Context: an optimization exercise on an open-source flow, tuned for small area, a short achievable clock period and few clock cycles per item. The choices shown serve that exercise and are no tape-out recipe.
RTL that was checked went through simulation tests only; none was proved equivalent to the original.
The RTL of run 1 was laid out without a check of its function.
The flow treats the clock pin as an ideal source, which a real chip does not have.

## flow/design.v (module list and top-level ports; edited modules follow where they fit)
// module csa_3to2: 14 lines
// module pp_accumulator: 2248 lines
module pp_accumulator #(
   parameter int N = pp_pkg::N_DEF,
   parameter int K = pp_pkg::K_DEF
) (
   input  logic           clk,
   input  logic           rst,
   input  logic           in_valid,
   output logic           in_ready,
   input  logic [N*2*N-1:0] in_pp,
   output logic           out_valid,
   input  logic           out_ready,
   output logic [2*N-1:0] out_product
);
  // ...
==> flow/flow/run.sh <==
#!/bin/bash
# Own layout flow: the standard ORFS flow with these changes.
#  - Yosys's generic synth skips its early "abc -fast" pass (SYNTH_ARGS=-noabc) so the
#    3:2 counters of the adder tree reach extract_fa as written and map to full-adder
#    cells without polarity inverters between them. Registers are unchanged.
#  - Ports are buffered with sky130_fd_sc_hd__buf_1 instead of the default delay buffer.
#  - After clock tree synthesis, flow/skew.tcl delays the output register's clock
#    (useful skew for the register-to-register paths into it).
set -euo pipefail
here=$(pwd)
bash standard.sh SYNTH_ARGS=-noabc "BUFFER_PORTS_ARGS=-buffer_cell sky130_fd_sc_hd__buf_1" \
  "POST_CTS_TCL=$here/flow/skew.tcl" "SKEW_BUFS=sky130_fd_sc_hd__clkdlybuf4s25_1 sky130_fd_sc_hd__clkbuf_8" \
  finish > flow_make.log 2>&1
==> flow/flow/skew.tcl <==
# Sourced by ORFS's cts.tcl after clock tree synthesis (POST_CTS_TCL).
# Gives the output register (out_product) a later clock than the rest of the
# design, by SKEW_BUFS clock buffers in series in front of its clock pins on
# each clock-tree leaf net that reaches it. This only helps the paths between
# the pipeline register and the output register; the output register's paths
# to the outputs get correspondingly less slack.
set skew_cells [expr {[info exists ::env(SKEW_BUFS)] ? $::env(SKEW_BUFS) : "sky130_fd_sc_hd__clkbuf_2"}]
set groups [dict create]
foreach c [get_cells out_product*] {
  set pin [get_pins -of_objects $c -filter "lib_pin_name==CLK"]
  set net [get_nets -of_objects $pin]
  dict lappend groups [get_full_name $net] $pin
}
set k 0
dict for {n pins} $groups {
  set net [get_nets $n]
  foreach cell $skew_cells {
    set newnet "skew_net_$k"
    insert_buffer -buffer_cell $cell -net $net -load_pins $pins -buffer_name "skew_buf_$k" -net_name $newnet
    set net [get_nets $newnet]
    incr k
  }
}
puts "skew: inserted $k clock buffers on [dict size $groups] leaf nets"
detailed_placement
check_placement -verbose
estimate_parasitics -placement
report_clock_skew
report_checks -path_delay max -group_path_count 1
==> flow/standard.sh <==
#!/bin/bash
# synth_recipe.tcl (not shown) runs the flow's synth.tcl, then flattens the netlist and writes it again
# the make line also repeats each setting of config.mk as NAME=value (left out here)
make -C /OpenROAD-flow-scripts/flow DESIGN_CONFIG=/design/flow/config.mk WORK_HOME=/design/flow/orfs CLKGATE_MAP_FILE= SYNTH_SCRIPT=/design/flow/synth_recipe.tcl "${@:-finish}"
==> flow/config.mk <==
export PLATFORM = sky130hd
export DESIGN_NAME = pp_accumulator
export DESIGN_NICKNAME = pp_accumulator
export VERILOG_FILES = /design/flow/design.v
export SDC_FILE = /design/flow/constraint.sdc
export NUM_CORES = 4
export LEC_CHECK = 0
export CAP_MARGIN = 20
export CORE_MARGIN = 2
export CORE_UTILIZATION = 60
export PLACE_DENSITY = 0.75
export SETUP_SLACK_MARGIN = 2.0
export SLEW_MARGIN = 20
==> flow/constraint.sdc <==
create_clock -name core_clock -period 5.0 [get_ports {clk}]
set_input_delay 1.0000 -clock core_clock [delete_from_list [all_inputs] [get_ports {clk}]]
set_output_delay 1.0000 -clock core_clock [all_outputs]
set_load 0.01 [all_outputs]
==> reports/qor.yml, run 1 <==
status:
  status: "finished clean"
place:
  place_area_sq_um: 18000
  io_buffers: 549
finish:
  fin_nets: 2437
  drive_gt1_share_pct: 7.73
  synthToLayoutAreaGrowth_pct: 24.5
timing:
  whs_ns: 0.241
  fin_ws_ns: 1.84
  setup_viol: 0
  finalCritPeriodShare_pct: 63.1
  setup_tns_ns: 0
floorplanning:
  initial_core_util_pct: 61.0
worst_setup_path:
  crit_path_cell_trace: "fa_1 -> fa_2 -> fa_2 -> a211oi_4 -> o21ai_2 -> a211oi_2 -> o41ai_2 -> a21oi_2 -> o211ai_2 -> xor2_1"
  cp-start-kind: "flop"
  r2r_slack_ns: 1.84
  arrival_ns: 3.69
min_path:
  min_path_type: "reg -> reg"
  holdPathStages: 2
global_route:
  grt_overflow: 0
  antenna_found_initial: 12
logic_synthesis:
  synth.distinct_cells: 41
  synthXorXnorAreaFrac_pct: 3.31
  ys_top_cells_by_area: "fa_1, edfxtp_1, ha_1, xnor2_1, a21oi_1"
  netlist_instances: 863
  ys_seq_area_share_pct: 31.7
drt:
  routed-wl-met2_mm: 21.0
  dr.pass1.iters: 4
  top_layer_used: "met4"
  wl_per_cell_um: 20.3
==> inputs of run 2 (changes only) <==
--- a/flow/design.v
+++ b/flow/design.v
@@ -1778,496 +1778,24 @@
    assign c863 = (s1_q[111] & s799) | (s1_q[111] & c798) | (s799 & c798);
    assign s864 = s1_q[115] ^ s801 ^ c800;
    assign c865 = (s1_q[115] & s801) | (s1_q[115] & c800) | (s801 & c800);
    assign s866 = s1_q[119] ^ s803 ^ c802;
    assign c867 = (s1_q[119] & s803) | (s1_q[119] & c802) | (s803 & c802);
    assign s868 = s1_q[123] ^ s805 ^ c804;
    assign c869 = (s1_q[123] & s805) | (s1_q[123] & c804) | (s805 & c804);
    assign s870 = s1_q[127] ^ s807 ^ c806;
-   logic [31:0] cpa_sum;
-   logic [31:0] pg_p0, pg_g0;
-   assign pg_p0 = row_a ^ row_b;
-   assign pg_g0 = row_a & row_b;
-   logic pfx_g1_1;
-   assign pfx_g1_1 = pg_g0[1] | (pg_p0[1] & pg_g0[0]);
-   logic pfx_g1_2;
-   assign pfx_g1_2 = pg_g0[2] | (pg_p0[2] & pg_g0[1]);
-   logic pfx_p1_2;
-   assign pfx_p1_2 = pg_p0[2] & pg_p0[1];
-   logic pfx_g1_3;
-   assign pfx_g1_3 = pg_g0[3] | (pg_p0[3] & pg_g0[2]);
-   logic pfx_p1_3;
-   assign pfx_p1_3 = pg_p0[3] & pg_p0[2];
-   logic pfx_g1_4;
-   assign pfx_g1_4 = pg_g0[4] | (pg_p0[4] & pg_g0[3]);
-   logic pfx_p1_4;
-   assign pfx_p1_4 = pg_p0[4] & pg_p0[3];
-   logic pfx_g1_5;
-   assign pfx_g1_5 = pg_g0[5] | (pg_p0[5] & pg_g0[4]);
-   logic pfx_p1_5;
-   assign pfx_p1_5 = pg_p0[5] & pg_p0[4];
-   logic pfx_g1_6;
-   assign pfx_g1_6 = pg_g0[6] | (pg_p0[6] & pg_g0[5]);
-   logic pfx_p1_6;
-   assign pfx_p1_6 = pg_p0[6] & pg_p0[5];
-   logic pfx_g1_7;
-   assign pfx_g1_7 = pg_g0[7] | (pg_p0[7] & pg_g0[6]);
-   logic pfx_p1_7;
-   assign pfx_p1_7 = pg_p0[7] & pg_p0[6];
-   logic pfx_g1_8;
-   assign pfx_g1_8 = pg_g0[8] | (pg_p0[8] & pg_g0[7]);
-   logic pfx_p1_8;
-   assign pfx_p1_8 = pg_p0[8] & pg_p0[7];
-   logic pfx_g1_9;
-   assign pfx_g1_9 = pg_g0[9] | (pg_p0[9] & pg_g0[8]);
-   logic pfx_p1_9;
-   assign pfx_p1_9 = pg_p0[9] & pg_p0[8];
-   logic pfx_g1_10;
-   assign pfx_g1_10 = pg_g0[10] | (pg_p0[10] & pg_g0[9]);
-   logic pfx_p1_10;
-   assign pfx_p1_10 = pg_p0[10] & pg_p0[9];
-   logic pfx_g1_11;
-   assign pfx_g1_11 = pg_g0[11] | (pg_p0[11] & pg_g0[10]);
-   logic pfx_p1_11;
-   assign pfx_p1_11 = pg_p0[11] & pg_p0[10];
-   logic pfx_g1_12;
-   assign pfx_g1_12 = pg_g0[12] | (pg_p0[12] & pg_g0[11]);
-   logic pfx_p1_12;
-   assign pfx_p1_12 = pg_p0[12] & pg_p0[11];
-   logic pfx_g1_13;
-   assign pfx_g1_13 = pg_g0[13] | (pg_p0[13] & pg_g0[12]);
-   logic pfx_p1_13;
-   assign pfx_p1_13 = pg_p0[13] & pg_p0[12];
-   logic pfx_g1_14;
-   assign pfx_g1_14 = pg_g0[14] | (pg_p0[14] & pg_g0[13]);
-   logic pfx_p1_14;
-   assign pfx_p1_14 = pg_p0[14] & pg_p0[13];
-   logic pfx_g1_15;
-   assign pfx_g1_15 = pg_g0[15] | (pg_p0[15] & pg_g0[14]);
-   logic pfx_p1_15;
-   assign pfx_p1_15 = pg_p0[15] & pg_p0[14];
-   logic pfx_g1_16;
-   assign pfx_g1_16 = pg_g0[16] | (pg_p0[16] & pg_g0[15]);
-   logic pfx_p1_16;
-   assign pfx_p1_16 = pg_p0[16] & pg_p0[15];
-   logic pfx_g1_17;
-   assign pfx_g1_17 = pg_g0[17] | (pg_p0[17] & pg_g0[16]);
-   logic pfx_p1_17;
-   assign pfx_p1_17 = pg_p0[17] & pg_p0[16];
-   logic pfx_g1_18;
-   assign pfx_g1_18 = pg_g0[18] | (pg_p0[18] & pg_g0[17]);
-   logic pfx_p1_18;
-   assign pfx_p1_18 = pg_p0[18] & pg_p0[17];
-   logic pfx_g1_19;
-   assign pfx_g1_19 = pg_g0[19] | (pg_p0[19] & pg_g0[18]);
-   logic pfx_p1_19;
-   assign pfx_p1_19 = pg_p0[19] & pg_p0[18];
-   logic pfx_g1_20;
-   assign pfx_g1_20 = pg_g0[20] | (pg_p0[20] & pg_g0[19]);
-   logic pfx_p1_20;
-   assign pfx_p1_20 = pg_p0[20] & pg_p0[19];
-   logic pfx_g1_21;
-   assign pfx_g1_21 = pg_g0[21] | (pg_p0[21] & pg_g0[20]);
-   logic pfx_p1_21;
-   assign pfx_p1_21 = pg_p0[21] & pg_p0[20];
-   logic pfx_g1_22;
-   assign pfx_g1_22 = pg_g0[22] | (pg_p0[22] & pg_g0[21]);
-   logic pfx_p1_22;
-   assign pfx_p1_22 = pg_p0[22] & pg_p0[21];
-   logic pfx_g1_23;
-   assign pfx_g1_23 = pg_g0[23] | (pg_p0[23] & pg_g0[22]);
-   logic pfx_p1_23;
-   assign pfx_p1_23 = pg_p0[23] & pg_p0[22];
-   logic pfx_g1_24;
-   assign pfx_g1_24 = pg_g0[24] | (pg_p0[24] & pg_g0[23]);
-   logic pfx_p1_24;
-   assign pfx_p1_24 = pg_p0[24] & pg_p0[23];
-   logic pfx_g1_25;
-   assign pfx_g1_25 = pg_g0[25] | (pg_p0[25] & pg_g0[24]);
-   logic pfx_p1_25;
-   assign pfx_p1_25 = pg_p0[25] & pg_p0[24];
-   logic pfx_g1_26;
-   assign pfx_g1_26 = pg_g0[26] | (pg_p0[26] & pg_g0[25]);
-   logic pfx_p1_26;
-   assign pfx_p1_26 = pg_p0[26] & pg_p0[25];
-   logic pfx_g1_27;
-   assign pfx_g1_27 = pg_g0[27] | (pg_p0[27] & pg_g0[26]);
-   logic pfx_p1_27;
-   assign pfx_p1_27 = pg_p0[27] & pg_p0[26];
-   logic pfx_g1_28;
-   assign pfx_g1_28 = pg_g0[28] | (pg_p0[28] & pg_g0[27]);
-   logic pfx_p1_28;
-   assign pfx_p1_28 = pg_p0[28] & pg_p0[27];
-   logic pfx_g1_29;
-   assign pfx_g1_29 = pg_g0[29] | (pg_p0[29] & pg_g0[28]);
-   logic pfx_p1_29;
-   assign pfx_p1_29 = pg_p0[29] & pg_p0[28];
-   logic pfx_g1_30;
-   assign pfx_g1_30 = pg_g0[30] | (pg_p0[30] & pg_g0[29]);
-   logic pfx_p1_30;
-   assign pfx_p1_30 = pg_p0[30] & pg_p0[29];
-   logic pfx_g2_2;
-   assign pfx_g2_2 = pfx_g1_2 | (pfx_p1_2 & pg_g0[0]);
-   logic pfx_g2_3;
-   assign pfx_g2_3 = pfx_g1_3 | (pfx_p1_3 & pfx_g1_1);
-   logic pfx_g2_4;
-   assign pfx_g2_4 = pfx_g1_4 | (pfx_p1_4 & pfx_g1_2);
-   logic pfx_p2_4;
-   assign pfx_p2_4 = pfx_p1_4 & pfx_p1_2;
-   logic pfx_g2_5;
-   assign pfx_g2_5 = pfx_g1_5 | (pfx_p1_5 & pfx_g1_3);
-   logic pfx_p2_5;
-   assign pfx_p2_5 = pfx_p1_5 & pfx_p1_3;
-   logic pfx_g2_6;
-   assign pfx_g2_6 = pfx_g1_6 | (pfx_p1_6 & pfx_g1_4);
-   logic pfx_p2_6;
-   assign pfx_p2_6 = pfx_p1_6 & pfx_p1_4;
-   logic pfx_g2_7;
-   assign pfx_g2_7 = pfx_g1_7 | (pfx_p1_7 & pfx_g1_5);
-   logic pfx_p2_7;
-   assign pfx_p2_7 = pfx_p1_7 & pfx_p1_5;
-   logic pfx_g2_8;
-   assign pfx_g2_8 = pfx_g1_8 | (pfx_p1_8 & pfx_g1_6);
-   logic pfx_p2_8;
-   assign pfx_p2_8 = pfx_p1_8 & pfx_p1_6;
-   logic pfx_g2_9;
-   assign pfx_g2_9 = pfx_g1_9 | (pfx_p1_9 & pfx_g1_7);
-   logic pfx_p2_9;
-   assign pfx_p2_9 = pfx_p1_9 & pfx_p1_7;
-   logic pfx_g2_10;
-   assign pfx_g2_10 = pfx_g1_10 | (pfx_p1_10 & pfx_g1_8);
-   logic pfx_p2_10;
-   assign pfx_p2_10 = pfx_p1_10 & pfx_p1_8;
-   logic pfx_g2_11;
-   assign pfx_g2_11 = pfx_g1_11 | (pfx_p1_11 & pfx_g1_9);
-   logic pfx_p2_11;
-   assign pfx_p2_11 = pfx_p1_11 & pfx_p1_9;
-   logic pfx_g2_12;
-   assign pfx_g2_12 = pfx_g1_12 | (pfx_p1_12 & pfx_g1_10);
-   logic pfx_p2_12;
-   assign pfx_p2_12 = pfx_p1_12 & pfx_p1_10;
-   logic pfx_g2_13;
-   assign pfx_g2_13 = pfx_g1_13 | (pfx_p1_13 & pfx_g1_11);
-   logic pfx_p2_13;
-   assign pfx_p2_13 = pfx_p1_13 & pfx_p1_11;
-   logic pfx_g2_14;
-   assign pfx_g2_14 = pfx_g1_14 | (pfx_p1_14 & pfx_g1_12);
-   logic pfx_p2_14;
-   assign pfx_p2_14 = pfx_p1_14 & pfx_p1_12;
-   logic pfx_g2_15;
-   assign pfx_g2_15 = pfx_g1_15 | (pfx_p1_15 & pfx_g1_13);
-   logic pfx_p2_15;
-   assign pfx_p2_15 = pfx_p1_15 & pfx_p1_13;
-   logic pfx_g2_16;
-   assign pfx_g2_16 = pfx_g1_16 | (pfx_p1_16 & pfx_g1_14);
-   logic pfx_p2_16;
-   assign pfx_p2_16 = pfx_p1_16 & pfx_p1_14;
-   logic pfx_g2_17;
-   assign pfx_g2_17 = pfx_g1_17 | (pfx_p1_17 & pfx_g1_15);
-   logic pfx_p2_17;
-   assign pfx_p2_17 = pfx_p1_17 & pfx_p1_15;
-   logic pfx_g2_18;
-   assign pfx_g2_18 = pfx_g1_18 | (pfx_p1_18 & pfx_g1_16);
-   logic pfx_p2_18;
-   assign pfx_p2_18 = pfx_p1_18 & pfx_p1_16;
-   logic pfx_g2_19;
-   assign pfx_g2_19 = pfx_g1_19 | (pfx_p1_19 & pfx_g1_17);
-   logic pfx_p2_19;
-   assign pfx_p2_19 = pfx_p1_19 & pfx_p1_17;
-   logic pfx_g2_20;
-   assign pfx_g2_20 = pfx_g1_20 | (pfx_p1_20 & pfx_g1_18);
-   logic pfx_p2_20;
-   assign pfx_p2_20 = pfx_p1_20 & pfx_p1_18;
-   logic pfx_g2_21;
-   assign pfx_g2_21 = pfx_g1_21 | (pfx_p1_21 & pfx_g1_19);
-   logic pfx_p2_21;
-   assign pfx_p2_21 = pfx_p1_21 & pfx_p1_19;
-   logic pfx_g2_22;
-   assign pfx_g2_22 = pfx_g1_22 | (pfx_p1_22 & pfx_g1_20);
-   logic pfx_p2_22;
-   assign pfx_p2_22 = pfx_p1_22 & pfx_p1_20;
-   logic pfx_g2_23;
-   assign pfx_g2_23 = pfx_g1_23 | (pfx_p1_23 & pfx_g1_21);
-   logic pfx_p2_23;
-   assign pfx_p2_23 = pfx_p1_23 & pfx_p1_21;
-   logic pfx_g2_24;
-   assign pfx_g2_24 = pfx_g1_24 | (pfx_p1_24 & pfx_g1_22);
-   logic pfx_p2_24;
-   assign pfx_p2_24 = pfx_p1_24 & pfx_p1_22;
-   logic pfx_g2_25;
-   assign pfx_g2_25 = pfx_g1_25 | (pfx_p1_25 & pfx_g1_23);
-   logic pfx_p2_25;
-   assign pfx_p2_25 = pfx_p1_25 & pfx_p1_23;
-   logic pfx_g2_26;
-   assign pfx_g2_26 = pfx_g1_26 | (pfx_p1_26 & pfx_g1_24);
-   logic pfx_p2_26;
-   assign pfx_p2_26 = pfx_p1_26 & pfx_p1_24;
-   logic pfx_g2_27;
-   assign pfx_g2_27 = pfx_g1_27 | (pfx_p1_27 & pfx_g1_25);
-   logic pfx_p2_27;
-   assign pfx_p2_27 = pfx_p1_27 & pfx_p1_25;
-   logic pfx_g2_28;
-   assign pfx_g2_28 = pfx_g1_28 | (pfx_p1_28 & pfx_g1_26);
-   logic pfx_p2_28;
-   assign pfx_p2_28 = pfx_p1_28 & pfx_p1_26;
-   logic pfx_g2_29;
-   assign pfx_g2_29 = pfx_g1_29 | (pfx_p1_29 & pfx_g1_27);
-   logic pfx_p2_29;
-   assign pfx_p2_29 = pfx_p1_29 & pfx_p1_27;
-   logic pfx_g2_30;
-   assign pfx_g2_30 = pfx_g1_30 | (pfx_p1_30 & pfx_g1_28);
-   logic pfx_p2_30;
-   assign pfx_p2_30 = pfx_p1_30 & pfx_p1_28;
-   logic pfx_g3_4;
-   assign pfx_g3_4 = pfx_g2_4 | (pfx_p2_4 & pg_g0[0]);
-   logic pfx_g3_5;
-   assign pfx_g3_5 = pfx_g2_5 | (pfx_p2_5 & pfx_g1_1);
-   logic pfx_g3_6;
-   assign pfx_g3_6 = pfx_g2_6 | (pfx_p2_6 & pfx_g2_2);
-   logic pfx_g3_7;
-   assign pfx_g3_7 = pfx_g2_7 | (pfx_p2_7 & pfx_g2_3);
-   logic pfx_g3_8;
-   assign pfx_g3_8 = pfx_g2_8 | (pfx_p2_8 & pfx_g2_4);
-   logic pfx_p3_8;
-   assign pfx_p3_8 = pfx_p2_8 & pfx_p2_4;
-   logic pfx_g3_9;
-   assign pfx_g3_9 = pfx_g2_9 | (pfx_p2_9 & pfx_g2_5);
-   logic pfx_p3_9;
-   assign pfx_p3_9 = pfx_p2_9 & pfx_p2_5;
-   logic pfx_g3_10;
-   assign pfx_g3_10 = pfx_g2_10 | (pfx_p2_10 & pfx_g2_6);
-   logic pfx_p3_10;
-   assign pfx_p3_10 = pfx_p2_10 & pfx_p2_6;
-   logic pfx_g3_11;
-   assign pfx_g3_11 = pfx_g2_11 | (pfx_p2_11 & pfx_g2_7);
-   logic pfx_p3_11;
-   assign pfx_p3_11 = pfx_p2_11 & pfx_p2_7;
-   logic pfx_g3_12;
-   assign pfx_g3_12 = pfx_g2_12 | (pfx_p2_12 & pfx_g2_8);
-   logic pfx_p3_12;
-   assign pfx_p3_12 = pfx_p2_12 & pfx_p2_8;
-   logic pfx_g3_13;
-   assign pfx_g3_13 = pfx_g2_13 | (pfx_p2_13 & pfx_g2_9);
-   logic pfx_p3_13;
-   assign pfx_p3_13 = pfx_p2_13 & pfx_p2_9;
-   logic pfx_g3_14;
-   assign pfx_g3_14 = pfx_g2_14 | (pfx_p2_14 & pfx_g2_10);
-   logic pfx_p3_14;
-   assign pfx_p3_14 = pfx_p2_14 & pfx_p2_10;
-   logic pfx_g3_15;
-   assign pfx_g3_15 = pfx_g2_15 | (pfx_p2_15 & pfx_g2_11);
-   logic pfx_p3_15;
-   assign pfx_p3_15 = pfx_p2_15 & pfx_p2_11;
-   logic pfx_g3_16;
-   assign pfx_g3_16 = pfx_g2_16 | (pfx_p2_16 & pfx_g2_12);
-   logic pfx_p3_16;
-   assign pfx_p3_16 = pfx_p2_16 & pfx_p2_12;
-   logic pfx_g3_17;
-   assign pfx_g3_17 = pfx_g2_17 | (pfx_p2_17 & pfx_g2_13);
-   logic pfx_p3_17;
-   assign pfx_p3_17 = pfx_p2_17 & pfx_p2_13;
-   logic pfx_g3_18;
-   assign pfx_g3_18 = pfx_g2_18 | (pfx_p2_18 & pfx_g2_14);
-   logic pfx_p3_18;
-   assign pfx_p3_18 = pfx_p2_18 & pfx_p2_14;
-   logic pfx_g3_19;
-   assign pfx_g3_19 = pfx_g2_19 | (pfx_p2_19 & pfx_g2_15);
-   logic pfx_p3_19;
-   assign pfx_p3_19 = pfx_p2_19 & pfx_p2_15;
-   logic pfx_g3_20;
-   assign pfx_g3_20 = pfx_g2_20 | (pfx_p2_20 & pfx_g2_16);
-   logic pfx_p3_20;
-   assign pfx_p3_20 = pfx_p2_20 & pfx_p2_16;
-   logic pfx_g3_21;
-   assign pfx_g3_21 = pfx_g2_21 | (pfx_p2_21 & pfx_g2_17);
-   logic pfx_p3_21;
-   assign pfx_p3_21 = pfx_p2_21 & pfx_p2_17;
-   logic pfx_g3_22;
-   assign pfx_g3_22 = pfx_g2_22 | (pfx_p2_22 & pfx_g2_18);
-   logic pfx_p3_22;
-   assign pfx_p3_22 = pfx_p2_22 & pfx_p2_18;
-   logic pfx_g3_23;
-   assign pfx_g3_23 = pfx_g2_23 | (pfx_p2_23 & pfx_g2_19);
-   logic pfx_p3_23;
-   assign pfx_p3_23 = pfx_p2_23 & pfx_p2_19;
-   logic pfx_g3_24;
-   assign pfx_g3_24 = pfx_g2_24 | (pfx_p2_24 & pfx_g2_20);
-   logic pfx_p3_24;
-   assign pfx_p3_24 = pfx_p2_24 & pfx_p2_20;
-   logic pfx_g3_25;
-   assign pfx_g3_25 = pfx_g2_25 | (pfx_p2_25 & pfx_g2_21);
-   logic pfx_p3_25;
-   assign pfx_p3_25 = pfx_p2_25 & pfx_p2_21;
-   logic pfx_g3_26;
-   assign pfx_g3_26 = pfx_g2_26 | (pfx_p2_26 & pfx_g2_22);
-   logic pfx_p3_26;
-   assign pfx_p3_26 = pfx_p2_26 & pfx_p2_22;
-   logic pfx_g3_27;
-   assign pfx_g3_27 = pfx_g2_27 | (pfx_p2_27 & pfx_g2_23);
-   logic pfx_p3_27;
-   assign pfx_p3_27 = pfx_p2_27 & pfx_p2_23;
-   logic pfx_g3_28;
-   assign pfx_g3_28 = pfx_g2_28 | (pfx_p2_28 & pfx_g2_24);
-   logic pfx_p3_28;
-   assign pfx_p3_28 = pfx_p2_28 & pfx_p2_24;
-   logic pfx_g3_29;
-   assign pfx_g3_29 = pfx_g2_29 | (pfx_p2_29 & pfx_g2_25);
-   logic pfx_p3_29;
-   assign pfx_p3_29 = pfx_p2_29 & pfx_p2_25;
-   logic pfx_g3_30;
-   assign pfx_g3_30 = pfx_g2_30 | (pfx_p2_30 & pfx_g2_26);
-   logic pfx_p3_30;
-   assign pfx_p3_30 = pfx_p2_30 & pfx_p2_26;
-   logic pfx_g4_8;
-   assign pfx_g4_8 = pfx_g3_8 | (pfx_p3_8 & pg_g0[0]);
-   logic pfx_g4_9;
-   assign pfx_g4_9 = pfx_g3_9 | (pfx_p3_9 & pfx_g1_1);
-   logic pfx_g4_10;
-   assign pfx_g4_10 = pfx_g3_10 | (pfx_p3_10 & pfx_g2_2);
-   logic pfx_g4_11;
-   assign pfx_g4_11 = pfx_g3_11 | (pfx_p3_11 & pfx_g2_3);
-   logic pfx_g4_12;
-   assign pfx_g4_12 = pfx_g3_12 | (pfx_p3_12 & pfx_g3_4);
-   logic pfx_g4_13;
-   assign pfx_g4_13 = pfx_g3_13 | (pfx_p3_13 & pfx_g3_5);
-   logic pfx_g4_14;
-   assign pfx_g4_14 = pfx_g3_14 | (pfx_p3_14 & pfx_g3_6);
-   logic pfx_g4_15;
-   assign pfx_g4_15 = pfx_g3_15 | (pfx_p3_15 & pfx_g3_7);
-   logic pfx_g4_16;
-   assign pfx_g4_16 = pfx_g3_16 | (pfx_p3_16 & pfx_g3_8);
-   logic pfx_p4_16;
-   assign pfx_p4_16 = pfx_p3_16 & pfx_p3_8;
-   logic pfx_g4_17;
-   assign pfx_g4_17 = pfx_g3_17 | (pfx_p3_17 & pfx_g3_9);
-   logic pfx_p4_17;
-   assign pfx_p4_17 = pfx_p3_17 & pfx_p3_9;
-   logic pfx_g4_18;
-   assign pfx_g4_18 = pfx_g3_18 | (pfx_p3_18 & pfx_g3_10);
-   logic pfx_p4_18;
-   assign pfx_p4_18 = pfx_p3_18 & pfx_p3_10;
-   logic pfx_g4_19;
-   assign pfx_g4_19 = pfx_g3_19 | (pfx_p3_19 & pfx_g3_11);
-   logic pfx_p4_19;
-   assign pfx_p4_19 = pfx_p3_19 & pfx_p3_11;
-   logic pfx_g4_20;
-   assign pfx_g4_20 = pfx_g3_20 | (pfx_p3_20 & pfx_g3_12);
-   logic pfx_p4_20;
-   assign pfx_p4_20 = pfx_p3_20 & pfx_p3_12;
-   logic pfx_g4_21;
-   assign pfx_g4_21 = pfx_g3_21 | (pfx_p3_21 & pfx_g3_13);
-   logic pfx_p4_21;
-   assign pfx_p4_21 = pfx_p3_21 & pfx_p3_13;
-   logic pfx_g4_22;
-   assign pfx_g4_22 = pfx_g3_22 | (pfx_p3_22 & pfx_g3_14);
-   logic pfx_p4_22;
-   assign pfx_p4_22 = pfx_p3_22 & pfx_p3_14;
-   logic pfx_g4_23;
-   assign pfx_g4_23 = pfx_g3_23 | (pfx_p3_23 & pfx_g3_15);
-   logic pfx_p4_23;
-   assign pfx_p4_23 = pfx_p3_23 & pfx_p3_15;
-   logic pfx_g4_24;
-   assign pfx_g4_24 = pfx_g3_24 | (pfx_p3_24 & pfx_g3_16);
-   logic pfx_p4_24;
-   assign pfx_p4_24 = pfx_p3_24 & pfx_p3_16;
-   logic pfx_g4_25;
-   assign pfx_g4_25 = pfx_g3_25 | (pfx_p3_25 & pfx_g3_17);
-   logic pfx_p4_25;
-   assign pfx_p4_25 = pfx_p3_25 & pfx_p3_17;
-   logic pfx_g4_26;
-   assign pfx_g4_26 = pfx_g3_26 | (pfx_p3_26 & pfx_g3_18);
-   logic pfx_p4_26;
-   assign pfx_p4_26 = pfx_p3_26 & pfx_p3_18;
-   logic pfx_g4_27;
-   assign pfx_g4_27 = pfx_g3_27 | (pfx_p3_27 & pfx_g3_19);
-   logic pfx_p4_27;
-   assign pfx_p4_27 = pfx_p3_27 & pfx_p3_19;
-   logic pfx_g4_28;
-   assign pfx_g4_28 = pfx_g3_28 | (pfx_p3_28 & pfx_g3_20);
-   logic pfx_p4_28;
-   assign pfx_p4_28 = pfx_p3_28 & pfx_p3_20;
-   logic pfx_g4_29;
-   assign pfx_g4_29 = pfx_g3_29 | (pfx_p3_29 & pfx_g3_21);
-   logic pfx_p4_29;
-   assign pfx_p4_29 = pfx_p3_29 & pfx_p3_21;
-   logic pfx_g4_30;
-   assign pfx_g4_30 = pfx_g3_30 | (pfx_p3_30 & pfx_g3_22);
-   logic pfx_p4_30;
-   assign pfx_p4_30 = pfx_p3_30 & pfx_p3_22;
-   logic pfx_g5_16;
-   assign pfx_g5_16 = pfx_g4_16 | (pfx_p4_16 & pg_g0[0]);
-   logic pfx_g5_17;
-   assign pfx_g5_17 = pfx_g4_17 | (pfx_p4_17 & pfx_g1_1);
-   logic pfx_g5_18;
-   assign pfx_g5_18 = pfx_g4_18 | (pfx_p4_18 & pfx_g2_2);
-   logic pfx_g5_19;
-   assign pfx_g5_19 = pfx_g4_19 | (pfx_p4_19 & pfx_g2_3);
-   logic pfx_g5_20;
-   assign pfx_g5_20 = pfx_g4_20 | (pfx_p4_20 & pfx_g3_4);
-   logic pfx_g5_21;
-   assign pfx_g5_21 = pfx_g4_21 | (pfx_p4_21 & pfx_g3_5);
-   logic pfx_g5_22;
-   assign pfx_g5_22 = pfx_g4_22 | (pfx_p4_22 & pfx_g3_6);
-   logic pfx_g5_23;
-   assign pfx_g5_23 = pfx_g4_23 | (pfx_p4_23 & pfx_g3_7);
-   logic pfx_g5_24;
-   assign pfx_g5_24 = pfx_g4_24 | (pfx_p4_24 & pfx_g4_8);
-   logic pfx_g5_25;
-   assign pfx_g5_25 = pfx_g4_25 | (pfx_p4_25 & pfx_g4_9);
-   logic pfx_g5_26;
-   assign pfx_g5_26 = pfx_g4_26 | (pfx_p4_26 & pfx_g4_10);
-   logic pfx_g5_27;
-   assign pfx_g5_27 = pfx_g4_27 | (pfx_p4_27 & pfx_g4_11);
-   logic pfx_g5_28;
-   assign pfx_g5_28 = pfx_g4_28 | (pfx_p4_28 & pfx_g4_12);
-   logic pfx_g5_29;
-   assign pfx_g5_29 = pfx_g4_29 | (pfx_p4_29 & pfx_g4_13);
-   logic pfx_g5_30;
-   assign pfx_g5_30 = pfx_g4_30 | (pfx_p4_30 & pfx_g4_14);
-   assign cpa_sum[0] = pg_p0[0];
-   assign cpa_sum[1] = pg_p0[1] ^ pg_g0[0];
-   assign cpa_sum[2] = pg_p0[2] ^ pfx_g1_1;
-   assign cpa_sum[3] = pg_p0[3] ^ pfx_g2_2;
-   assign cpa_sum[4] = pg_p0[4] ^ pfx_g2_3;
-   assign cpa_sum[5] = pg_p0[5] ^ pfx_g3_4;
-   assign cpa_sum[6] = pg_p0[6] ^ pfx_g3_5;
-   assign cpa_sum[7] = pg_p0[7] ^ pfx_g3_6;
-   assign cpa_sum[8] = pg_p0[8] ^ pfx_g3_7;
-   assign cpa_sum[9] = pg_p0[9] ^ pfx_g4_8;
-   assign cpa_sum[10] = pg_p0[10] ^ pfx_g4_9;
-   assign cpa_sum[11] = pg_p0[11] ^ pfx_g4_10;
-   assign cpa_sum[12] = pg_p0[12] ^ pfx_g4_11;
-   assign cpa_sum[13] = pg_p0[13] ^ pfx_g4_12;
-   assign cpa_sum[14] = pg_p0[14] ^ pfx_g4_13;
-   assign cpa_sum[15] = pg_p0[15] ^ pfx_g4_14;
-   assign cpa_sum[16] = pg_p0[16] ^ pfx_g4_15;
-   assign cpa_sum[17] = pg_p0[17] ^ pfx_g5_16;
-   assign cpa_sum[18] = pg_p0[18] ^ pfx_g5_17;
-   assign cpa_sum[19] = pg_p0[19] ^ pfx_g5_18;
-   assign cpa_sum[20] = pg_p0[20] ^ pfx_g5_19;
-   assign cpa_sum[21] = pg_p0[21] ^ pfx_g5_20;
-   assign cpa_sum[22] = pg_p0[22] ^ pfx_g5_21;
-   assign cpa_sum[23] = pg_p0[23] ^ pfx_g5_22;
-   assign cpa_sum[24] = pg_p0[24] ^ pfx_g5_23;
-   assign cpa_sum[25] = pg_p0[25] ^ pfx_g5_24;
-   assign cpa_sum[26] = pg_p0[26] ^ pfx_g5_25;
-   assign cpa_sum[27] = pg_p0[27] ^ pfx_g5_26;
-   assign cpa_sum[28] = pg_p0[28] ^ pfx_g5_27;
-   assign cpa_sum[29] = pg_p0[29] ^ pfx_g5_28;
-   assign cpa_sum[30] = pg_p0[30] ^ pfx_g5_29;
-   assign cpa_sum[31] = pg_p0[31] ^ pfx_g5_30;
    assign row_a = {s870, s868, s866, s864, s862, s860, s858, s856, s854, s852, s850, s848, s846, s844, s842, s840, s838, s836, s834, s832, s830, s828, s826, s824, s822, s820, s818, s816, s814, s812, s810, s745};
    assign row_b = {c869, c867, c865, c863, c861, c859, c857, c855, c853, c851, c849, c847, c845, c843, c841, c839, c837, c835, c833, c831, c829, c827, c825, c823, c821, c819, c817, c815, c813, c811, c809, s808};
    always_ff @(posedge clk or posedge rst) begin
       if (rst) begin
          v         <= '0;
          out_valid <= 1'b0;
       end else begin
          if (en[1]) v[1] <= in_valid;
          if (adv) out_valid <= v[1];
       end
    end
    always_ff @(posedge clk) begin
       if (en[1]) s1_q <= {c742, c740, s744, s743, c738, c736, s741, s739, c734, c732, s737, s735, c730, c728, s733, s731, c726, c724, s729, s727, c722, c720, s725, s723, c718, c716, s721, s719, c714, c712, s717, s715, c710, c708, s713, s711, c706, c704, s709, s707, c702, c700, s705, s703, c698, c696, s701, s699, c694, c692, s697, s695, c690, c688, s693, s691, c686, c684, s689, s687, c682, c680, s685, s683, c678, c676, s681, s679, c674, c672, s677, s675, c670, c668, s673, s671, c666, c664, s669, s667, c662, c660, s665, s663, c658, c656, s661, s659, c654, c652, s657, s655, c650, c648, s653, s651, c646, c644, s649, s647, c642, c640, s645, s643, c638, c636, s641, s639, c634, c632, s637, s635, c630, c628, s633, s631, c626, c624, s629, s627, c622, s625, s623, c437, s621, s436, s434, s190};
-      if (adv) out_product <= cpa_sum;
+      if (adv) out_product <= row_a + row_b;
    end
 endmodule
==> flow/flow/run.sh (replaced) <==
#!/bin/bash
# Own layout flow: the standard ORFS flow with these changes.
#  - Yosys's generic synth skips its early "abc -fast" pass (SYNTH_ARGS=-noabc) so the
#    3:2 counters of the adder tree reach extract_fa as written and map to full-adder
#    cells without polarity inverters between them. Registers are unchanged.
#  - Ports are buffered with sky130_fd_sc_hd__buf_1 instead of the default delay buffer.
#  - After clock tree synthesis, flow/skew.tcl delays the output register's clock
#    (useful skew for the register-to-register paths into it).
set -euo pipefail
here=$(pwd)
bash standard.sh SYNTH_ARGS=-noabc "BUFFER_PORTS_ARGS=-buffer_cell sky130_fd_sc_hd__buf_1" \
  "POST_CTS_TCL=$here/flow/skew.tcl" "SKEW_BUFS=sky130_fd_sc_hd__clkbuf_2 sky130_fd_sc_hd__clkbuf_2 sky130_fd_sc_hd__clkbuf_2 sky130_fd_sc_hd__clkbuf_8" \
  finish > flow_make.log 2>&1
--- a/flow/config.mk
+++ b/flow/config.mk
@@ -4,10 +4,9 @@
 export VERILOG_FILES = /design/flow/design.v
 export SDC_FILE = /design/flow/constraint.sdc
 export NUM_CORES = 4
 export LEC_CHECK = 0
 export CAP_MARGIN = 20
 export CORE_MARGIN = 2
 export CORE_UTILIZATION = 60
 export PLACE_DENSITY = 0.75
-export SETUP_SLACK_MARGIN = 2.0
 export SLEW_MARGIN = 20
==> run 2 against run 1 <==
- still clean
- worst setup slack lost 0.20 ns
- sequential share of layout area increased by 0.41 points
- fmax fell by 6.1%
- synthesized area is 0.75% higher
- via count grew 0.36%
- utilization down 1.6 points
- clock skew increased by 0.027 ns
- sequential cell count is the same
- hold slack better by 0.17 ns
- largest cell class unchanged
- highest routed layer unchanged
==> reports/qor.yml, run 2 <==
logic_synthesis:
  synth_top_family_by_area: "adder cells"
  synth.distinct_cells: 55  # +34%
  yosys_warnings: 1
  synthAdderAreaFrac_pct: 57.7
  synth-edff-count: 160
  ys_seq_area_share_pct: 31.4  # -0.24 points
  synthMuxAreaShare_pct: 0.0648
  synth_fp_nets: 1848
  synthXorXnorAreaFrac_pct: 3.23  # -0.081 points
  yosysMostFrequentCell: "fa_1"
  ys_top_cells_by_area: "fa_1, edfxtp_1, ha_1, xnor2_1, xor2_1"
  synth_area_sq_um: 15400
  ys.flop_type: "edfxtp_1"
  yosysTopAreaCell: "fa_1"
  synth_top_area_share_pct: 54.6
  synthArstFlopShare_pct: 1.23
  ys_top_cells_by_count: "fa_1, edfxtp_1, ha_1"
  synth-seq-cells: 162
  synth-simple-area-share_pct: 2.59
  netlist_instances: 872  # +1.0%
  synth-compound-area-share_pct: 4.53
  syn_area_per_cell_sq_um: 17.7
floorplanning:
  fp.dieH_um: 164
  core_area_sq_um: 25300
  ios: 550
  dieArea_sq_um: 27000
  initial_core_util_pct: 61.2  # +0.10 points
  die_width_um: 164
  fp-row-count: 58
worst_setup_path:
  critical_path.max_fanout: 3
  cp-start-kind: "flop"
  r2r-end: "out_product[24]"
  slowest_delay_ns: 0.57
  arrival_ns: 3.92  # +0.23 ns
  cpMostUsedCell: "fa_1"
  endpoint_kind: "flop"
  critical_path_class: "reg -> reg"
  cp_slowest_cell: "fa_1"
  endpoint: "out_product[24]"
  startpoint: "s1_q[4]"
  crit_required_ns: 5.55
  rr_worst_depth: 10
  crit_path_cell_trace: "fa_1 -> fa_1 -> fa_1 -> a211oi_1 -> o21bai_1 -> a21oi_1 -> o21bai_1 -> a311o_1 -> a41oi_1 -> xnor2_1"
  r2r_slack_ns: 1.64  # -0.20 ns
  r2r_start: "s1_q[4]"
timing:
  slew_headroom_pct: 36.1
  finalCritPeriodShare_pct: 67.2  # +4.1 points
  setup_tns_ns: 0  # unchanged
  min_period_ns: 3.36
  skew_ns: 0.462
  tightest_slew_ns: 0.958
  clock.fmax_mhz: 297
  maxSlewViolCount: 0
  setup_viol: 0  # unchanged
  hold_viol: 0
  rsz0062_at_grt: "no"
place:
  place_area_sq_um: 17900  # -0.34%
  dpl.hpwl_mm: 32.2
  place.gp.congestion: 0.893
  io_buffers: 549  # unchanged
finish:
  largest-register: "s1_q"
  n_fill_cell: 1655
  fin_nets: 2450  # +0.53%
  drive_gt1_share_pct: 5.31  # -2.4 points
  multi_input_area_sq_um: 10500
  reg_top3: "s1_q (128), out_product (32)"
  mostFrequentLayoutCell: "buf_1"
  synthToLayoutAreaGrowth_pct: 21.6
  seqCellArea_sq_um: 4850
  design_area_sq_um: 18800
  mostFrequentLayoutCells: "buf_1, fa_1, edfxtp_1, ha_1, xnor2_1"
  largest_register_ffs: 128
drt:
  drc: 0
  routed_wl_mm: 36.5
  drtAntennaViolNets: 0
  routed_via_density: 5.31
  wl_per_cell_um: 20.1  # -1.2%
  initialDrtViolationCount: 386
  num_vias: 9657
  dr.pass1.iters: 5  # +1
global_route:
  grt.total_usage_pct: 28.5
  grt_pass1_vias: 11300
  antenna_found_initial: 3  # -9
  grt_pass1_wl_mm: 55.8
  grt_overflow: 0  # unchanged
  grt_max_degree: 73
cts:
  cts_tree: "done"
  insertion_delay_ns: 0.87
  path_clk_slew_ns: 0.06
  numClockSinks: 162
flow_run:
  maxCapViolations: 0
min_path:
  min_path_type: "in -> async"
status:
  status: "finished clean"
==> run 2: how the worst min path moves through the flow <==
stage                     slack (ns)  startpoint  cells past startpoint             end
final                           0.41         rst                      2       out_valid
after global routing            0.39     s1_q[3]                      2  out_product[0]
after detailed placement        0.55           v                      1       out_valid
after global placement          0.53           v                      1       out_valid
after floorplan                 0.46           v                      1       out_valid
==> run 2: kinds of logic (layout without fill, tap and decap cells) <==
family                     after synthesis  count (layout)
DFF                                    162             162
muxes                                    1               1
other                                    0               3
AOI/OAI and AO/OA                       97              97
xor gates and xnor gates                57              57
buffers and inverters                   13             628
and+or+nand+nor                         82              82
adders and majority gates              460             460
==> run 2: through the flow <==
step	utilization [%]	worst slack [ns]	hold WS, ns	std cells
floorplan	-	0.587	0.457	872
global placement	70.9	1.39	0.528	1745
detailed placement	70.9	1.28	0.548	1745
global route	74.4	1.47	0.394	1819
finish	74.4	1.64	0.410	1820
==> run 2: routing by layer <==
| metal | wire (um) | global-route usage, % | up-vias |
|---|---|---|---|
| met4 | 1730 | 13.4 | 0 |
| met5 | 0 | 0 | - |
| met3 | 2590 | 6.60 | 90 |
| met2 | 20200 | 51.1 | 425 |
| li1 | - | - | 4211 |
| met1 | 11900 | 32.4 | 4931 |
==> run 2: final cells by class, clock buffers not listed <==
class,instances,share of cell area [%]
multi-input cells,697,56.1
flip-flops and latches,162,25.8
repair buffers,551,11.1
well taps,330,2.20
clock inverters,13,0.839
inverters,5,0.0999
diodes,3,0.0400
==> run 2: critical path: cells and delay by family (launching register included) <==
family          cells  cell delay [ns]
fa+ha+maj           3             1.50
compound gates      6             1.51
xor+xnor            1             0.08
flops               1             0.40
Testbench counts of run 2, summed over its fixed seeds: cycles 1,616, items 1,600.
==> inputs of run 3 (changes only) <==
--- a/flow/flow/run.sh
+++ b/flow/flow/run.sh
@@ -9,5 +9,5 @@
 set -euo pipefail
 here=$(pwd)
 bash standard.sh SYNTH_ARGS=-noabc "BUFFER_PORTS_ARGS=-buffer_cell sky130_fd_sc_hd__buf_1" \
-  "POST_CTS_TCL=$here/flow/skew.tcl" "SKEW_BUFS=sky130_fd_sc_hd__clkbuf_2 sky130_fd_sc_hd__clkbuf_2 sky130_fd_sc_hd__clkbuf_2 sky130_fd_sc_hd__clkbuf_8" \
+  "POST_CTS_TCL=$here/flow/skew.tcl" "SKEW_BUFS=sky130_fd_sc_hd__clkdlybuf4s50_1 sky130_fd_sc_hd__clkbuf_2 sky130_fd_sc_hd__clkbuf_8" \
   finish > flow_make.log 2>&1
--- a/flow/config.mk
+++ b/flow/config.mk
@@ -9,4 +9,5 @@
 export CORE_MARGIN = 2
 export CORE_UTILIZATION = 60
 export PLACE_DENSITY = 0.75
+export SETUP_SLACK_MARGIN = 1.9
 export SLEW_MARGIN = 20
==> run 3 against run 2 <==
- still clean on timing, DRC and antenna
- final area grew 3.9%
- clock skew increased by 0.29 ns
- critical path depth shrank 5
- global-route usage grew 0.78 points
- first-iteration DRC count up 0.26%
==> reports/qor.yml, run 3 <==
floorplanning:
  fp-row-count: 58  # unchanged
  die_width_um: 164  # unchanged
  fp.dieH_um: 164  # unchanged
  initial_core_util_pct: 61.2  # unchanged
  dieArea_sq_um: 27000  # unchanged
  core_area_sq_um: 25300  # unchanged
  ios: 550  # unchanged
logic_synthesis:
  synthMuxAreaShare_pct: 0.0648  # unchanged
  synth_top_family_by_area: "adder cells"
  netlist_instances: 872  # unchanged
  synthXorXnorAreaFrac_pct: 3.23  # unchanged
  ys_seq_area_share_pct: 31.4  # unchanged
  synth-compound-area-share_pct: 4.53  # unchanged
  synthArstFlopShare_pct: 1.23  # unchanged
  synth.distinct_cells: 55  # unchanged
  yosysTopAreaCell: "fa_1"
  yosys_warnings: 1  # unchanged
  synth_area_sq_um: 15400  # unchanged
  ys.flop_type: "edfxtp_1"
  synth-seq-cells: 162  # unchanged
  ys_top_cells_by_count: "fa_1, edfxtp_1, ha_1"
  yosysMostFrequentCell: "fa_1"
  syn_area_per_cell_sq_um: 17.7  # unchanged
  synth_top_area_share_pct: 54.6  # unchanged
  synthAdderAreaFrac_pct: 57.7  # unchanged
  synth-simple-area-share_pct: 2.59  # unchanged
  ys_top_cells_by_area: "fa_1, edfxtp_1, ha_1, xnor2_1, xor2_1"
  synth-edff-count: 160  # unchanged
  synth_fp_nets: 1848  # unchanged
finish:
  drive_gt1_share_pct: 11.4  # +6.1 points
  mostFrequentLayoutCells: "buf_1, fa_1, edfxtp_1, xnor2_1, fa_2"
  fin_nets: 2472  # +0.90%
  synthToLayoutAreaGrowth_pct: 26.4
  n_fill_cell: 1522  # -8.0%
  mostFrequentLayoutCell: "buf_1"
  largest-register: "s1_q"
  reg_top3: "s1_q (128), out_product (32)"
  largest_register_ffs: 128  # unchanged
drt:
  routed_wl_mm: 37.3  # +2.2%
  wl_per_cell_um: 20.2  # +0.63%
  dr.pass1.iters: 4  # -1
  drtAntennaViolNets: 0  # unchanged
  initialDrtViolationCount: 387  # +0.26%
  drc: 0  # unchanged
  routed_via_density: 5.33  # +0.40%
  num_vias: 9850  # +2.0%
status:
  status: "finished clean"
worst_setup_path:
  critical_path_class: "in -> reg"
  rr_worst_depth: 11  # +1
  endpoint_kind: "flop"
  crit_required_ns: 5.17  # -0.38 ns
  arrival_ns: 3.16  # -0.76 ns
  critical_path.max_fanout: 1  # -2
  cp-start-kind: "primary input"
timing:
  rsz0062_at_grt: "no"
  slew_headroom_pct: 34.3  # -1.8 points
  min_period_ns: 3.00  # -0.366 ns
  hold_viol: 0  # unchanged
  tightest_slew_ns: 0.985  # +0.0270 ns
  finalCritPeriodShare_pct: 59.9  # -7.3 points
  skew_ns: 0.749  # +0.287 ns
  maxSlewViolCount: 0  # unchanged
  fin_ws_ns: 2.00  # +0.366 ns
  setup_tns_ns: 0  # unchanged
  setup_viol: 0  # unchanged
  clock.fmax_mhz: 334  # +12%
place:
  dpl.hpwl_mm: 31.6  # -1.8%
  pre_cts_ws_ns: 1.44  # +0.165 ns
  io_buffers: 549  # unchanged
  place.gp.congestion: 0.889  # -0.40%
global_route:
  grt.total_usage_pct: 29.3  # +0.78 points
  grt_max_degree: 130  # +78%
  grt_overflow: 0  # unchanged
  antenna_found_initial: 8  # +5
  grt_pass1_vias: 11700  # +3.1%
  grt_pass1_wl_mm: 57.7  # +3.5%
cts:
  numClockSinks: 162  # unchanged
  cts_tree: "done"
  insertion_delay_ns: 1.15  # +0.28 ns
  path_clk_slew_ns: 0.07  # about the same
min_path:
  min_path_type: "reg -> reg"
  holdPathStages: 2
flow_run:
  maxCapViolations: 0  # unchanged
==> run 3: cell type report, clock buffers not listed <==
type	count	area, sq um	share of cell area (%)
repair buffers	583	2330	11.9
diodes	10	25.0	0.128
multi-input cells	697	11100	56.6
clock inverters	15	109	0.558
well taps	330	413	2.12
flip-flops and latches	162	4850	24.9
inverters	5	18.8	0.0962
==> run 3: per-stage QoR <==
step	util (%)	hold WS (ns)	area, sq um	std cells
6_report	77.3	0.144	19500	1849
5_1_grt	77.3	0.180	19500	1847
3_5_place_dp	71.4	0.620	18000	1744
3_3_place_gp	71.4	0.606	18000	1744
2_1_floorplan	-	0.514	15600	872
==> run 3: kinds of logic after synthesis <==
family                     after synthesis
AOI/OAI and AO/OA                       97
xor gates and xnor gates                57
adders and majority gates              460
buffers and inverters                   13
DFF                                    162
muxes                                    1
and+or+nand+nor                         82
==> run 3: worst paths after layout <==
| path | start | to | slack, ns |
|---|---|---|---|
| worst max-delay path | in_pp[262] | s1_q[24] | 2.00 |
| worst min-delay path | s1_q[7] | out_product[1] | 0.14 |
| worst max register to register | s1_q[2] | out_product[24] | 2.28 |
| worst min register to register | s1_q[7] | out_product[1] | 0.14 |
| max in group asynchronous | rst | v | 4.49 |
| min in group asynchronous | rst | out_valid | 0.41 |
==> run 3: per-layer routing <==
metal / track usage (%) / part of all wire, % / routed length, um
met5: 0 / 0 / 0
met4: 14.9 / 4.0 / 1500
met3: 4.60 / 5.6 / 2100
met2: 53.4 / 57 / 21100
met1: 33.5 / 34 / 12600
==> run 3: worst max-delay path: stages <==
cell,delay (ns)
buf_1,0.10
fa_1,0.60
fa_1,0.46
fa_2,0.58
fa_1,0.43
==> inputs of run 4 (changes only) <==
--- a/flow/config.mk
+++ b/flow/config.mk
@@ -8,6 +8,6 @@
 export CAP_MARGIN = 20
 export CORE_MARGIN = 2
 export CORE_UTILIZATION = 60
+export CTS_BUF_LIST = sky130_fd_sc_hd__clkbuf_8
 export PLACE_DENSITY = 0.75
-export SETUP_SLACK_MARGIN = 1.9
 export SLEW_MARGIN = 20
==> run 4 against run 3 <==
- synthesized cell count unchanged
- still clean on timing, DRC and antenna
- worst setup slack worse by 0.087 ns
- final area is 4.8% lower
- utilization fell by 3.7 points
- sequential cell count unchanged
- critical endpoint is now out_product[30]
- via count down 2.9%
- sequential share of layout area grew 1.2 points
==> reports/qor.yml, run 4 <==
status:
  status: "finished clean"
cts:
  numClockSinks: 162  # unchanged
  cts_tree: "done"
  insertion_delay_ns: 1.18  # +0.03 ns
  path_clk_slew_ns: 0.08  # about the same
finish:
  reg_top3: "s1_q (128), out_product (32)"
  drive_gt1_share_pct: 3.99  # -7.4 points
  mostFrequentLayoutCell: "buf_1"
  largest_register_ffs: 128  # unchanged
  synthToLayoutAreaGrowth_pct: 20.4
  mostFrequentLayoutCells: "buf_1, fa_1, edfxtp_1, ha_1, xnor2_1"
  n_fill_cell: 1678  # +10%
  largest-register: "s1_q"
  fin_nets: 2440  # -1.3%
timing:
  rsz0062_at_grt: "no"
  hold_viol: 0  # unchanged
  clock.fmax_mhz: 324  # -2.8%
  tightest_slew_ns: 0.960  # -0.0252 ns
  setup_tns_ns: 0  # unchanged
  skew_ns: 0.744  # -0.00509 ns
  slew_headroom_pct: 36.0  # +1.7 points
  maxSlewViolCount: 0  # unchanged
  fin_ws_ns: 1.92  # -0.0867 ns
  finalCritPeriodShare_pct: 61.6  # +1.7 points
  setup_viol: 0  # unchanged
  min_period_ns: 3.08  # +0.0867 ns
logic_synthesis:
  synth-seq-cells: 162  # unchanged
  synthArstFlopShare_pct: 1.23  # unchanged
  yosys_warnings: 1  # unchanged
  ys.flop_type: "edfxtp_1"
  ys_top_cells_by_area: "fa_1, edfxtp_1, ha_1, xnor2_1, xor2_1"
  synth_top_area_share_pct: 54.6  # unchanged
  yosysTopAreaCell: "fa_1"
  ys_seq_area_share_pct: 31.4  # unchanged
  synth_fp_nets: 1848  # unchanged
  yosysMostFrequentCell: "fa_1"
  synth.distinct_cells: 55  # unchanged
  syn_area_per_cell_sq_um: 17.7  # unchanged
  synth_area_sq_um: 15400  # unchanged
  ys_top_cells_by_count: "fa_1, edfxtp_1, ha_1"
  netlist_instances: 872  # unchanged
  synth-edff-count: 160  # unchanged
drt:
  routed_wl_mm: 36.0  # -3.5%
  routed_via_density: 5.29  # -0.70%
  drc: 0  # unchanged
  drtAntennaViolNets: 0  # unchanged
  dr_wl_met3_mm: 2.45  # +17%
  dr.pass1.iters: 5  # +1
  routed-wl-met2_mm: 20.1  # -4.8%
  wl_per_cell_um: 19.9  # -1.3%
  top_layer_used: "met4"
  initialDrtViolationCount: 331  # -14%
  num_vias: 9569  # -2.9%
  wl_met1_mm: 12.0  # -5.0%
floorplanning:
  fp-row-count: 58  # unchanged
  ios: 550  # unchanged
  die_width_um: 164  # unchanged
  core_area_sq_um: 25300  # unchanged
  fp.dieH_um: 164  # unchanged
  initial_core_util_pct: 61.2  # unchanged
  dieArea_sq_um: 27000  # unchanged
place:
  place.gp.congestion: 0.893  # +0.40%
  pre_cts_ws_ns: 1.28  # -0.165 ns
  io_buffers: 549  # unchanged
  dpl.hpwl_mm: 32.2  # +1.8%
global_route:
  grt_overflow: 0  # unchanged
  grt.total_usage_pct: 28.1  # -1.1 points
  grt_max_degree: 73  # -44%
  antenna_found_initial: 2  # -6
  grt_pass1_vias: 11200  # -4.2%
  grt_pass1_wl_mm: 55.1  # -4.5%
worst_setup_path:
  endpoint_kind: "flop"
  crit_required_ns: 5.89  # +0.72 ns
  critical_path_class: "reg -> reg"
  cp-start-kind: "flop"
  arrival_ns: 3.98  # +0.82 ns
  critical_path.max_fanout: 3  # +2
min_path:
  min_path_type: "reg -> reg"
flow_run:
  maxCapViolations: 0  # unchanged
## run 4: cells by family (layout without fill, tap and decap cells)
| group | Yosys count | in the layout | share of synthesized area, % |
|---|---|---|---|
| adders and majority gates | 460 | 460 | 57.7 |
| buffers and inverters | 13 | 618 | 0.413 |
| other | 0 | 2 | 0 |
| AOI/OAI and AO/OA | 97 | 97 | 4.53 |
| muxes | 1 | 1 | 0.0648 |
| and+or+nand+nor | 82 | 82 | 2.59 |
| xor gates and xnor gates | 57 | 57 | 3.23 |
| DFF | 162 | 162 | 31.4 |
## run 4: metrics by stage
step | utilization [%] | hold slack (ns) | cell area (sq um) | cells
floorplan | - | 0.457 | 15400 | 872
global placement | 70.9 | 0.528 | 17900 | 1745
detailed placement | 70.9 | 0.548 | 17900 | 1745
global route | 73.6 | 0.0242 | 18600 | 1808
finish | 73.6 | 0.0181 | 18600 | 1809
## run 4: area by class of cell, clock buffers not listed
cell class	count	area (sq um)	share of cell area [%]
Antenna cell	2	5.00	0.0269
Clock inverter	15	165	0.889
Inverter	5	18.8	0.101
Multi-Input combinational cell	697	10500	56.7
Sequential cell	162	4850	26.1
Tap cell	330	413	2.22
Timing Repair Buffer	551	2080	11.2
## run 4: final timing paths
kind | startpoint | end | slack (ns) | cells after the start
max | s1_q[4] | out_product[30] | 1.92 | 10
max in group asynchronous | rst | v | 4.52 | 2
min in group asynchronous | rst | out_valid | 0.37 | 2
min | s1_q[1] | out_product[0] | 0.02 | 2
min reg2reg | s1_q[1] | out_product[0] | 0.02 | 2
max reg2reg | s1_q[4] | out_product[30] | 1.92 | 10
## run 4: worst max-delay path: stages (launching register included)
cell	delay [ns]
edfxtp_1	0.41
fa_1	0.57
fa_1	0.47
fa_1	0.46
a211oi_1	0.27
o21bai_1	0.18
a21oi_1	0.33
a2bb2oi_1	0.38
o211a_1	0.26
o21ai_2	0.07
xor2_1	0.14
## run 4: layer usage
layer | global-route usage, % | vias up
li1 | - | 4191
met2 | 51.1 | 386
met3 | 6.53 | 75
met4 | 12.0 | 0
met1 | 32.0 | 4917
met5 | 0 | -
==> inputs of run 5 (changes only) <==
--- a/flow/config.mk
+++ b/flow/config.mk
@@ -8,6 +8,5 @@
 export CAP_MARGIN = 20
 export CORE_MARGIN = 2
 export CORE_UTILIZATION = 60
-export CTS_BUF_LIST = sky130_fd_sc_hd__clkbuf_8
 export PLACE_DENSITY = 0.75
 export SLEW_MARGIN = 20
==> run 5 against run 4 <==
- critical endpoint is now s1_q[68]
- critical path type is now in -> reg
- first-iteration DRC count up 25%
- fmax down 0.76%
- die area unchanged
- worst setup slack worse by 0.024 ns
- final area up 1.0%
- utilization up 0.76 points
- synthesized area unchanged
==> reports/qor.yml, run 5 <==
finish:
  mostFrequentLayoutCells: "buf_1, fa_1, edfxtp_1, ha_1, xnor2_1"
  fin_nets: 2440  # unchanged
  synthToLayoutAreaGrowth_pct: 21.6
  drive_gt1_share_pct: 3.99  # unchanged
  largest_register_ffs: 128  # unchanged
  largest-register: "s1_q"
  reg_top3: "s1_q (128), out_product (32)"
  fin_util_pct: 74.4  # +0.76 points
  mostFrequentLayoutCell: "buf_1"
timing:
  maxSlewViolCount: 0  # unchanged
  finalCritPeriodShare_pct: 62.1  # +0.47 points
  tightest_slew_ns: 0.964  # +0.00385 ns
  whs_ns: 0.0867  # +0.0685 ns
  setup_tns_ns: 0  # unchanged
  setup_viol: 0  # unchanged
  clock.fmax_mhz: 322  # -0.76%
  hold_viol: 0  # unchanged
  min_period_ns: 3.11  # +0.0235 ns
  rsz0062_at_grt: "no"
  skew_ns: 0.798  # +0.0539 ns
  slew_headroom_pct: 35.8  # -0.26 points
logic_synthesis:
  synthArstFlopShare_pct: 1.23  # unchanged
  yosysTopAreaCell: "fa_1"
  synth_fp_nets: 1848  # unchanged
  synth-compound-area-share_pct: 4.53  # unchanged
  ys_seq_area_share_pct: 31.4  # unchanged
  yosys_warnings: 1  # unchanged
  ys_top_cells_by_count: "fa_1, edfxtp_1, ha_1"
  yosysMostFrequentCell: "fa_1"
  ys_top_cells_by_area: "fa_1, edfxtp_1, ha_1, xnor2_1, xor2_1"
  synth-edff-count: 160  # unchanged
  netlist_instances: 872  # unchanged
  synthAdderAreaFrac_pct: 57.7  # unchanged
  syn_area_per_cell_sq_um: 17.7  # unchanged
  synthMuxAreaShare_pct: 0.0648  # unchanged
  synth-simple-area-share_pct: 2.59  # unchanged
  synth_top_area_share_pct: 54.6  # unchanged
  synth-seq-cells: 162  # unchanged
  synth.distinct_cells: 55  # unchanged
  synthXorXnorAreaFrac_pct: 3.23  # unchanged
  synth_area_sq_um: 15400  # unchanged
  synth_top_family_by_area: "adder cells"
  ys.flop_type: "edfxtp_1"
cts:
  insertion_delay_ns: 1.20  # +0.02 ns
  numClockSinks: 162  # unchanged
  path_clk_slew_ns: 0.06  # -0.02 ns
  cts_tree: "done"
worst_setup_path:
  cp_slowest_cell: "fa_1"
  rr_worst_depth: 10  # unchanged
  cp-start-kind: "primary input"
  endpoint_kind: "flop"
  crit_path_cell_trace: "buf_1 -> fa_1 -> fa_1 -> fa_1 -> fa_1"
  cpMostUsedCell: "fa_1"
  critical_path.max_fanout: 1  # -2
  r2r_slack_ns: 1.96  # +0.04 ns
  cp.buffers_inverters: 1  # +1
  critPathTopFamily: "adder cells"
  crit_required_ns: 5.16  # -0.73 ns
  r2r-end: "out_product[24]"
  r2r_start: "s1_q[4]"
  startpoint: "in_pp[16]"
  slowest_delay_ns: 0.60  # +0.03 ns
  critical_path_class: "in -> reg"
  arrival_ns: 3.27  # -0.71 ns
  endpoint: "s1_q[68]"
  crit_cells: 5  # -5
global_route:
  antenna_found_initial: 2  # unchanged
  grt_max_degree: 73  # unchanged
  grt_pass1_vias: 11300  # +0.42%
  grt_pass1_wl_mm: 55.7  # +1.0%
  grt_overflow: 0  # unchanged
  grt.total_usage_pct: 28.4  # +0.30 points
floorplanning:
  dieArea_sq_um: 27000  # unchanged
  die_width_um: 164  # unchanged
  ios: 550  # unchanged
  fp.dieH_um: 164  # unchanged
  initial_core_util_pct: 61.2  # unchanged
  fp-row-count: 58  # unchanged
  core_area_sq_um: 25300  # unchanged
min_path:
  min_path_type: "reg -> reg"
flow_run:
  maxCapViolations: 0  # unchanged
drt:
  drc: 0  # unchanged
  initialDrtViolationCount: 413  # +25%
  wl_per_cell_um: 20.1  # +1.1%
  routed_wl_mm: 36.4  # +1.1%
  num_vias: 9636  # +0.70%
  routed_via_density: 5.33  # +0.70%
  drtAntennaViolNets: 0  # unchanged
  dr.pass1.iters: 5  # unchanged
place:
  io_buffers: 549  # unchanged
  dpl.hpwl_mm: 32.2  # unchanged
  place.gp.congestion: 0.893  # unchanged
status:
  status: "finished clean"
run 5: cell counts after synthesis:
Identical to the previous run, type by type.
run 5: stage by stage:
stage               cells  area (sq um)  worst slack [ns]
floorplan             872         15400             0.587
global placement     1745         17900              1.39
detailed placement   1745         17900              1.28
global route         1808         18800              1.78
finish               1809         18800              1.89
run 5: cells by family (layout without fill, tap and decap cells):
| group | Yosys count | count (layout) |
|---|---|---|
| AO/OA/AOI/OAI | 97 | 97 |
| XOR/XNOR | 57 | 57 |
| adder cells (fa/ha/maj) | 460 | 460 |
| buffers and inverters | 13 | 618 |
| flip-flops | 162 | 162 |
| multiplexers | 1 | 1 |
| other | 0 | 2 |
| AND/OR/NAND/NOR | 82 | 82 |
run 5: worst min path at each step:
stage          startpoint              to  slack (ns)  depth (start not counted)
2_1_floorplan           v       out_valid        0.46                          1
3_3_place_gp            v       out_valid        0.53                          1
3_5_place_dp            v       out_valid        0.55                          1
5_1_grt           s1_q[3]  out_product[0]        0.11                          2
6_report          s1_q[3]  out_product[0]        0.09                          2
run 5: worst min-delay path, delay by kind of cell (launching register included):
family     cells  cell delay [ns]
flops          1             0.35
fa+ha+maj      2             0.31
run 5: layout make-up, clock buffers not listed:
class | count | area (sq um)
diodes | 2 | 5.00
clock inverters | 13 | 158
fillers | 1651 | 6480
inverters | 5 | 18.8
multi-input cells | 697 | 10500
flip-flops and latches | 162 | 4850
well taps | 330 | 413
repair buffers | 551 | 2080
run 5: routing by layer:
layer	wire [um]	track usage, %	share of wire, %
met1	12000	32.3	33
met2	20100	50.8	55
met3	2630	7.03	7.2
met4	1760	13.2	4.8
met5	0	0	0

-- port drivers added, routing unchanged --
The flow's constraints put no driver on any port. The routed layouts listed below were extracted and timed again, unchanged, in two steps. Step 1 assumes that a clkbuf_16 drives the clock port and a buf_2 every other input. Step 2, shift: input delay + t, output delay - t, t = (earliest + latest rising clock arrival at the registers) / 2. This alone moves slack from input paths to output paths. Three values: ideal, step 1, step 2; two values: the first two.
| run | shift t [ns] | setup slack, ns | latest minus earliest clock arrival (ns) | worst data-port slew with drivers (ns) |
|---|---|---|---|---|
| run 1 | 0.670 | 1.843 / 1.843 / 1.353 | 0.444 / 0.444 | 0.11 |
| run 2 | 0.690 | 1.638 / 1.638 / 1.234 | 0.462 / 0.463 | 0.09 |
| run 3 | 0.831 | 2.005 / 2.029 / 1.198 | 0.749 / 0.750 | 0.14 |
| run 4 | 0.852 | 1.918 / 1.918 / 1.108 | 0.744 / 0.744 | 0.09 |
| run 5 | 0.855 | 1.894 / 1.925 / 1.069 | 0.799 / 0.799 | 0.09 |
Clock arrivals are far apart in every run listed, so t is only a midpoint there and step 2 fits no single register. The setup slack of run 5, which loses most, moves by +0.031 ns with the drivers and by -0.825 ns with both steps.
